Context: an optimization exercise on an open-source flow, tuned for a short achievable clock period and few clock cycles per item. The choices shown serve that exercise and are no tape-out recipe.
Function was checked by simulation only, so behaviour that the tests miss may differ from the original.

==> run a <==
## array_multiplier
module array_multiplier (
	input  logic        clk,
	input  logic        reset,
	input  logic        in_valid,
	input  logic [15:0] x,
	input  logic [15:0] y,
	output logic        product_valid,
	output logic [31:0] product
);
	logic [1:0] valid_pipe;
	always_ff @(posedge clk) begin
		if (reset) begin
			valid_pipe <= '0;
		end else begin
			valid_pipe <= {valid_pipe[0:0], in_valid};
		end
	end
	assign product_valid = valid_pipe[1];
	logic w_n32;
	logic w_n33;
	logic w_n34;
	logic w_n35;
	logic w_n36;
	logic w_n37;
	logic w_n38;
	logic w_n39;
	logic w_n40;
	logic w_n41;
	logic w_n42;
	logic w_n43;
	logic w_n44;
	logic w_n45;
	logic w_n46;
	logic w_n47;
	logic w_n48;
	logic w_n49;
	logic w_n50;
	logic w_n51;
	logic w_n52;
	logic w_n53;
	logic w_n54;
	logic w_n55;
	logic w_n56;
	logic w_n57;
	logic w_n58;
	logic w_n59;
	logic w_n60;
	logic w_n61;
	logic w_n62;
	logic w_n63;
	logic w_n64;
	logic w_n65;
	logic w_n66;
	logic w_n67;
	logic w_n68;
	logic w_n69;
	logic w_n70;
	logic w_n71;
	logic w_n72;
	logic w_n73;
	logic w_n74;
	logic w_n75;
	logic w_n76;
	logic w_n77;
	logic w_n78;
	logic w_n79;
	logic w_n80;
	logic w_n81;
	logic w_n82;
	logic w_n83;
	logic w_n84;
	logic w_n85;
	logic w_n86;
	logic w_n87;
	logic w_n88;
	logic w_n89;
	logic w_n90;
	logic w_n91;
	logic w_n92;
	logic w_n93;
	logic w_n94;
	logic w_n95;
	logic w_n96;
	logic w_n97;
	logic w_n98;
	logic w_n99;
	logic w_n100;
	logic w_n101;
	logic w_n102;
	logic w_n103;
	logic w_n104;
	logic w_n105;
	logic w_n106;
	logic w_n107;
	logic w_n108;
	logic w_n109;
  ...
export LEC_CHECK = 0
export CAP_MARGIN = 20
export CORE_MARGIN = 2
export CORE_UTILIZATION = 60
export PLACE_DENSITY = 0.75
export SETUP_SLACK_MARGIN = 3.7
export SLEW_MARGIN = 20
export SYNTH_HIERARCHICAL = 1
create_clock -name core_clock -period 6.0 [get_ports {clk}]
run.sh (not shown) runs the stock make flow with config.mk's settings and CLKGATE_MAP_FILE= SYNTH_SCRIPT=/design/flow/synth_recipe.tcl, a recipe that flattens the netlist after the stock synthesis.
==> run b: changes against run a <==
- CORE_UTILIZATION: 60 -> 40
- PLACE_DENSITY: 0.75 -> unset
==> comparison table <==
item	run a	run b
Startpoint of the most critical hold path	r1_n1294	r1_n1575
Slew at the pin closest to its max-slew limit	591 ps	525 ps
CTS clk-pin slew, worst paths	70 ps	60 ps
Met1 layer usage reported by global route	35.4%	27.4%
Maximum fanout along the worst path	3	1
Total via count in the routed design	12600	11500
CP endpoint kind	flop	output pin
Vertical die dimension	153 um	186 um
Termination of the worst setup path	r2_n1534	product[19]
Number of standard cells in the final layout excluding fillers	2263	2419
Arrival time of the worst setup path	3140 ps	1320 ps
Average wire length per cell after detail routing	18.1 um	14.8 um
Status	no timing/DRC/antenna violations	no timing/DRC/antenna violations
Hold worst-path end	r2_n1294	r2_n1575
WS Path Type	reg2reg	reg2out
Tot GR Track Use	28.9%	20.2%
Final non-clock buffer share	7.74%	7.30%
Via-to-Cell Ratio	5.55	4.74
Final instance area	0.0175 mm^2	0.0178 mm^2
Max-Slew Margin vs Limit	60.4%	64.9%
Testbench counts of run a, summed over its fixed seeds: cycles 6,392, products 3,200.
Testbench counts of run b, summed over its fixed seeds: cycles 6,392, products 3,200.

========
==> run Y: inputs <==
array_multiplier, a different RTL version from the one above (not shown whole).
## array_multiplier
module array_multiplier (
	input  logic        clk,
	input  logic        reset,
	input  logic        in_valid,
	input  logic [15:0] x,
	input  logic [15:0] y,
	output logic        product_valid,
	output logic [31:0] product
);
Settings: LEC_CHECK=0, CAP_MARGIN=20, CORE_MARGIN=2, CORE_UTILIZATION=40, SETUP_SLACK_MARGIN=3.8, SLEW_MARGIN=20, SYNTH_HIERARCHICAL=1; clock period 6.0 ns.
standard.sh (not shown) runs the stock make flow with config.mk's settings and CLKGATE_MAP_FILE= SYNTH_SCRIPT=/design/flow/synth_recipe.tcl, a recipe that flattens the netlist after the stock synthesis.
==> flow/flow/run.sh <==
#!/bin/bash
# The standard layout (standard.sh: the standard flow's synthesis and ORFS flow), with one
# change: the buffers that buffer_ports puts on every input and output port
# are sky130_fd_sc_hd__buf_4 instead of the cell buffer_ports picks itself
# (a clkdlybuf4s50 delay cell), so that timing repair can size them within
# the buf_* family.  make's full output goes to flow_make.log.
set -euo pipefail
bash standard.sh "BUFFER_PORTS_ARGS=-buffer_cell sky130_fd_sc_hd__buf_4" finish > flow_make.log 2>&1
==> inputs of run P, as changes to run Y <==
- CORE_UTILIZATION: 40 -> 34
- SETUP_SLACK_MARGIN: 3.8 -> 3.6
==> results by group <==
Floorplan
  – Die area: between 0.03 and 0.04 mm2

Final layout
  – Area of the multi-input gates: between 0.01 and 0.015 mm2
  – Sequential cell area share: 18.5%

Setup path
  – WP data arrival: 2940 ps
  – WP depth: 12

Outcome
  – Status: complete, no violations

Routing
  – Final wirelength: ~50 mm

Timing
  – Fin crit share: between 40 and 50%
# the run above: run Y

==> results by group <==
Outcome
  – Status: complete, no violations

Floorplan
  – Die area: just over 0.04 mm2

Yosys
  – Post-Synth Adder-Cell Area: 0%
  – Warnings from Yosys: 7
  – Sequential-to-total area share from yosys stat: a little under a third

Timing
  – Worst Tran Pin Value: 496 ps
  – Fin crit share: a little over 40%

Clock tree
  – Setup repair bufs after CTS: 11

Setup path
  – WP data arrival: about 1200 ps
  – Crit end category: primary output

Routing
  – Residual DRC: 0
  – Final wirelength: ~36 mm

Place
  – Post-DP Area: 0.0143 mm2

Final layout
  – Sequential cell area share: roughly a quarter
# the run above: run P

Testbench counts of run Y, summed over its fixed seeds: cycles 6,392, products 3,200.
Testbench counts of run P, summed over its fixed seeds: cycles 6,392, products 3,200.

========
==> garnet: inputs <==
array_multiplier, a different RTL version from the one above (not shown whole).
Settings: LEC_CHECK=0, CAP_MARGIN=20, CORE_MARGIN=2, CORE_UTILIZATION=30, SETUP_SLACK_MARGIN=3.7, SLEW_MARGIN=20, SYNTH_HIERARCHICAL=1; clock period 6.0 ns.
run.sh (not shown) runs the stock make flow with config.mk's settings and CLKGATE_MAP_FILE= SYNTH_SCRIPT=/design/flow/synth_recipe.tcl, a recipe that flattens the netlist after the stock synthesis.
Stock flow here: none of the scripts above is used.
==> quartz (differences from garnet) <==
Settings changed: CORE_UTILIZATION 30 to 40.
==> notes.md <==
- Status: no timing/DRC/antenna violations
- Core area: 0.03362 sq mm
- Final nets: 2121
- Min Tclk post-route: 2535 ps
- Final period util: 0.4225
- Sequential share of cell area: 0.2270
- Met3 WL: 2109 um
- Met3 usage: 0.02947
- GR Util met1: 0.2848
- Reg area: 0.004841 sq mm
- Clock latency (worst-skew pair): 540 ps
- CP endpoint: product[20]
- Relative slew slack: 0.6306
- DR vias: 12.08k
- Drt initial violations: 577
- Vias per cell: 4.727
The numbers above come from quartz.

==> notes.md <==
- Status: no timing/DRC/antenna violations
- Count leader, synth: nand2_1
- CP Launch Type: register
- Clock skew: 21.97 ps
- DR vias: 12.13k
- Final period util: 0.4290
- Reg area: 0.004843 sq mm
- GR Util met1: 0.2145
- Core area: 0.04528 sq mm
- CP endpoint: product[22]
- Sequential share of cell area: 0.2255
- Global Route met2 Usage: 0.2745
- Min Tclk post-route: 2574 ps
- Relative slew slack: 0.6818
- Met3 usage: 0.02148
- CP max stage delay: 330 ps
The numbers above come from garnet.

Testbench counts of garnet, summed over its fixed seeds: cycles 6,392, products 3,200.
Testbench counts of quartz, summed over its fixed seeds: cycles 6,392, products 3,200.

========
==> trial 40: inputs <==
RTL: one of the versions met above, not the one the previous note started from.
export LEC_CHECK = 0
export CAP_MARGIN = 20
export CORE_MARGIN = 2
export CORE_UTILIZATION = 46
export SETUP_SLACK_MARGIN = 3.6
export SLEW_MARGIN = 20
export SYNTH_HIERARCHICAL = 1
create_clock -name core_clock -period 6.0 [get_ports {clk}]
standard.sh (not shown) runs the stock make flow with config.mk's settings and CLKGATE_MAP_FILE= SYNTH_SCRIPT=/design/flow/synth_recipe.tcl, a recipe that flattens the netlist after the stock synthesis.
==> flow/flow/run.sh <==
#!/bin/bash
# The standard layout (standard.sh: the standard flow's synthesis and ORFS flow), with two
# changes: buffer_ports puts sky130_fd_sc_hd__buf_4 on every input and output
# port instead of the cell it picks itself (a clkdlybuf4s50 delay cell), and
# after global placement flow/both.tcl makes the input port buffers buf_12
# and sizes up each output port's buffer
# and the XOR/XNOR gate driving it.  Timing repair may still resize them.
# make's full output goes to flow_make.log.
set -euo pipefail
bash standard.sh "BUFFER_PORTS_ARGS=-buffer_cell sky130_fd_sc_hd__buf_4" \
  "POST_GLOBAL_PLACE_TCL=$PWD/flow/both.tcl" finish > flow_make.log 2>&1
==> flow/flow/both.tcl <==
# POST_GLOBAL_PLACE hook: size up the port buffers (flow/inbuf.tcl) and the
# output ports' drivers (flow/outdrv.tcl).
set here [file dirname [info script]]
source $here/inbuf.tcl
source $here/outdrv.tcl
==> flow/flow/inbuf.tcl <==
# POST_GLOBAL_PLACE hook: the buffers on the input ports each drive a wide
# fanout, so start them at buf_12 (timing repair may still resize them).
foreach bterm [[ord::get_db_block] getBTerms] {
  if { [$bterm getIoType] != "INPUT" } { continue }
  set net [$bterm getNet]
  if { $net == "NULL" } { continue }
  foreach iterm [$net getITerms] {
    set inst [$iterm getInst]
    if { [string match "sky130_fd_sc_hd__buf_*" [[$inst getMaster] getName]] } {
      replace_cell [$inst getName] sky130_fd_sc_hd__buf_12
    }
  }
}
==> flow/flow/outdrv.tcl <==
# POST_GLOBAL_PLACE hook: on each output port, make the port buffer buf_6
# and an XOR, XNOR or inverter that drives it the _4 size, as these paths end a
# clock period early (the output delay) and cross a long wire to the pin.
foreach bterm [[ord::get_db_block] getBTerms] {
  if { [$bterm getIoType] != "OUTPUT" } { continue }
  set net [$bterm getNet]
  if { $net == "NULL" } { continue }
  foreach iterm [$net getITerms] {
    if { ![$iterm isOutputSignal] } { continue }
    set buf [$iterm getInst]
    if { ![string match "sky130_fd_sc_hd__buf_*" [[$buf getMaster] getName]] } { continue }
    replace_cell [$buf getName] sky130_fd_sc_hd__buf_6
    foreach bin [$buf getITerms] {
      if { ![$bin isInputSignal] } { continue }
      set inet [$bin getNet]
      if { $inet == "NULL" } { continue }
      foreach drv [$inet getITerms] {
        if { ![$drv isOutputSignal] } { continue }
        set gate [$drv getInst]
        set m [[$gate getMaster] getName]
        if { [regexp {^sky130_fd_sc_hd__(xnor2|xor2|inv)_[0-9]+$} $m -> f] } {
          replace_cell [$gate getName] sky130_fd_sc_hd__${f}_4
        }
      }
    }
  }
}
==> build 22: changes against trial 40 <==
==> flow/flow/run.sh (replaced) <==
#!/bin/bash
# The standard layout (standard.sh: the standard flow's synthesis and ORFS flow), with one
# change: the buffers that buffer_ports puts on every input and output port
# are sky130_fd_sc_hd__buf_4 instead of the cell buffer_ports picks itself
# (a clkdlybuf4s50 delay cell), so that timing repair can size them within
# the buf_* family.  make's full output goes to flow_make.log.
set -euo pipefail
bash standard.sh "BUFFER_PORTS_ARGS=-buffer_cell sky130_fd_sc_hd__buf_4" finish > flow_make.log 2>&1
CORE_UTILIZATION = 40   (was 46)
removed: flow/flow/both.tcl
removed: flow/flow/inbuf.tcl
removed: flow/flow/outdrv.tcl
==> comparison <==
In trial 40 the wire length is smaller than in build 22, by about 4%.
In trial 40 the non-clock buffer count is lower than in build 22, by 6.
Between trial 40 and build 22, the lower clock skew is in trial 40 (gap 4.6 ps).
Against build 22, the cell area of trial 40 is higher by about 1.1%.
Of trial 40 and build 22, build 22 has the higher register-to-register slack (gap 20 ps).
Critical path depth is the same in trial 40 and build 22.
Synthesized area is the same in trial 40 and build 22.
In sequential cell count, trial 40 and build 22 do not differ.
Against trial 40, the first-iteration DRC count of build 22 is lower by 5.1%.
==> figures <==
                                                                  build 22        trial 40
Met1 routing resource usage after global routing                     0.275           0.304
All-Layer GR Usage                                                   0.202           0.226
Final-layout clock-cell area share                                  0.0498          0.0500
Worst slack after detailed placement                               3030 ps         3190 ps
Average via count per standard cell                                   4.65            4.80
Worst R2R Start                                                    r1_n676         r1_n934
Met3 demand-to-capacity share in global routing                     0.0214          0.0295
Result of the run                                           finished clean  finished clean
Post-CTS sizing                                                         19              24
First-pass GRT wire length                                       54,000 um       54,200 um
Clock buffer count in the final layout                                  32              27
Capture endpoint of the worst hold path                           r2_n1382        r2_n1295
Achievable Freq                                                    415 MHz         418 MHz
Via count                                                           11,082          11,103
Cell total after placement                                           2,316           2,252
X dimension of the die                                              185 um          173 um
Share of final layout cell area taken by non-clock buffers          0.0511          0.0732
Number of inserted filler cells in the final layout                  3,139           2,566
Worst Clk Skew                                                     12.1 ps         7.51 ps
Testbench counts of trial 40, summed over its fixed seeds: cycles 6,392, products 3,200.
Testbench counts of build 22, summed over its fixed seeds: cycles 6,392, products 3,200.

========
==> wip/raven <==
Starting RTL as in the previous note.
Settings: LEC_CHECK=0, CAP_MARGIN=20, CORE_MARGIN=2, CORE_UTILIZATION=40, SETUP_SLACK_MARGIN=3.5, SLEW_MARGIN=20, SYNTH_HIERARCHICAL=1; clock period 6.0 ns.
==> flow/flow/run.sh <==
#!/bin/bash
# The standard layout (standard.sh: the standard flow's synthesis and ORFS flow), with one
# change: the buffers that buffer_ports puts on every input and output port
# are sky130_fd_sc_hd__buf_8 instead of the cell buffer_ports picks itself
# (a clkdlybuf4s50 delay cell), so that timing repair can size them within
# the buf_* family.  make's full output goes to flow_make.log.
set -euo pipefail
bash standard.sh "BUFFER_PORTS_ARGS=-buffer_cell sky130_fd_sc_hd__buf_8" finish > flow_make.log 2>&1
==> wip/yarrow: changes against wip/raven <==
==> flow/flow/run.sh (replaced) <==
#!/bin/bash
# The standard layout (standard.sh: the standard flow's synthesis and ORFS flow), with one
# change: the buffers that buffer_ports puts on every input and output port
# are sky130_fd_sc_hd__buf_4 instead of the cell buffer_ports picks itself
# (a clkdlybuf4s50 delay cell), so that timing repair can size them within
# the buf_* family.  make's full output goes to flow_make.log.
set -euo pipefail
bash standard.sh "BUFFER_PORTS_ARGS=-buffer_cell sky130_fd_sc_hd__buf_4" finish > flow_make.log 2>&1
--- a/flow/config.mk
+++ b/flow/config.mk
@@ -8,6 +8,6 @@
 export CAP_MARGIN = 20
 export CORE_MARGIN = 2
 export CORE_UTILIZATION = 40
-export SETUP_SLACK_MARGIN = 3.5
+export SETUP_SLACK_MARGIN = 4.0
 export SLEW_MARGIN = 20
 export SYNTH_HIERARCHICAL = 1
==> notes <==
wip/yarrow finished with timing, DRC and antenna clean. wip/raven went through all stages and came out clean.
Fmax: wip/yarrow is smaller than wip/raven (3.7%).
Between wip/yarrow and wip/raven, the lower wire length is in wip/raven (gap about 90%, measured against wip/raven).
Utilization: wip/raven is lower than wip/yarrow (30 points).
In wip/raven the global-route usage is lower than in wip/yarrow, by 8.8 points.
Against wip/yarrow, the first-iteration DRC count of wip/raven is lower by 49%.
Of wip/raven and wip/yarrow, wip/raven has the higher count of clock-buffer cells in the layout (gap 1).
Of wip/raven and wip/yarrow, wip/raven has the higher setup slack (gap 0.095 ns).
In wip/raven the hold slack is higher than in wip/yarrow, by 0.0020 ns.
Register-to-register slack: wip/yarrow is worse than wip/raven (0.11 ns).
==> figures <==
item                                                           wip/raven     wip/yarrow
Outcome                                 no timing/DRC/antenna violations  no timing/DRC/antenna violations
Non-CTS buffers                                                       75            428
Clock skew after layout                                       0.01493 ns     0.02528 ns
Number of cells in the finished layout apart from fillers           2368           2721
Launching element of the worst setup path                       r2_n1352        r1_n490
Post-detailed-route via-to-cell ratio                              4.612          5.393
Wire length on met3                                              1614 um        5532 um
DRC marker count from the first detailed-route iteration             588           1163
Worst Path Max Fanout                                                  1              3
First-pass GRT wire length                                      52990 um       74000 um
Post-layout min period                                          2.458 ns       2.554 ns
Nets                                                                1943           2297
Placement Cell Area                                          14490 sq um    16040 sq um
Final routed wirelength across all metal layers                 33730 um       63340 um
Length of routed met2 wiring                                    14980 um       30510 um
Arrival time reported for the critical path endpoint             1.26 ns        2.99 ns
Post-route worst setup slack                                    3.542 ns       3.446 ns
Testbench counts of wip/raven, summed over its fixed seeds: cycles 6,392, products 3,200.
Testbench counts of wip/yarrow, summed over its fixed seeds: cycles 6,392, products 3,200.

-- static timing again, ports no longer ideal --
The flow's constraints put no driver on any port. The routed layouts listed below were extracted and timed again, unchanged, in two steps. Step 1 sets driving cells, clkbuf_16 on the clock port and buf_2 on the other inputs (assumed; they add their load-dependent delay and slew). Step 2, shift: input delay + t, output delay - t, t = (earliest + latest rising clock arrival at the registers) / 2. This alone moves slack from input paths to output paths. Three values: ideal, step 1, step 2; two values: the first two.
| run | t, ns | slack for setup (ns) | pins driven straight from the clock port |
|---|---|---|---|
| run a | 0.560 | 3.266 / 3.266 / 3.047 | 1 |
| run b | 0.556 | 3.480 / 3.433 / 3.193 | 1 |
| run Y | 0.583 | 3.465 / 3.372 / 2.789 | 1 |
| run P | 0.579 | 3.584 / 3.529 / 3.089 | 1 |
| garnet | 0.597 | 3.426 / 3.373 / 2.993 | 1 |
| quartz | 0.581 | 3.465 / 3.417 / 2.998 | 1 |
| trial 40 | 0.567 | 3.608 / 3.556 / 3.136 | 1 |
| build 22 | 0.569 | 3.592 / 3.544 / 3.108 | 1 |
| wip/raven | 0.569 | 3.542 / 3.495 / 3.056 | 1 |
| wip/yarrow | 0.571 | 3.446 / 3.356 / 2.786 | 1 |
After both steps every run listed still meets setup and hold. For run Y, which loses most, drivers alone change the setup slack by -0.093 ns; drivers and shift together by -0.676 ns.
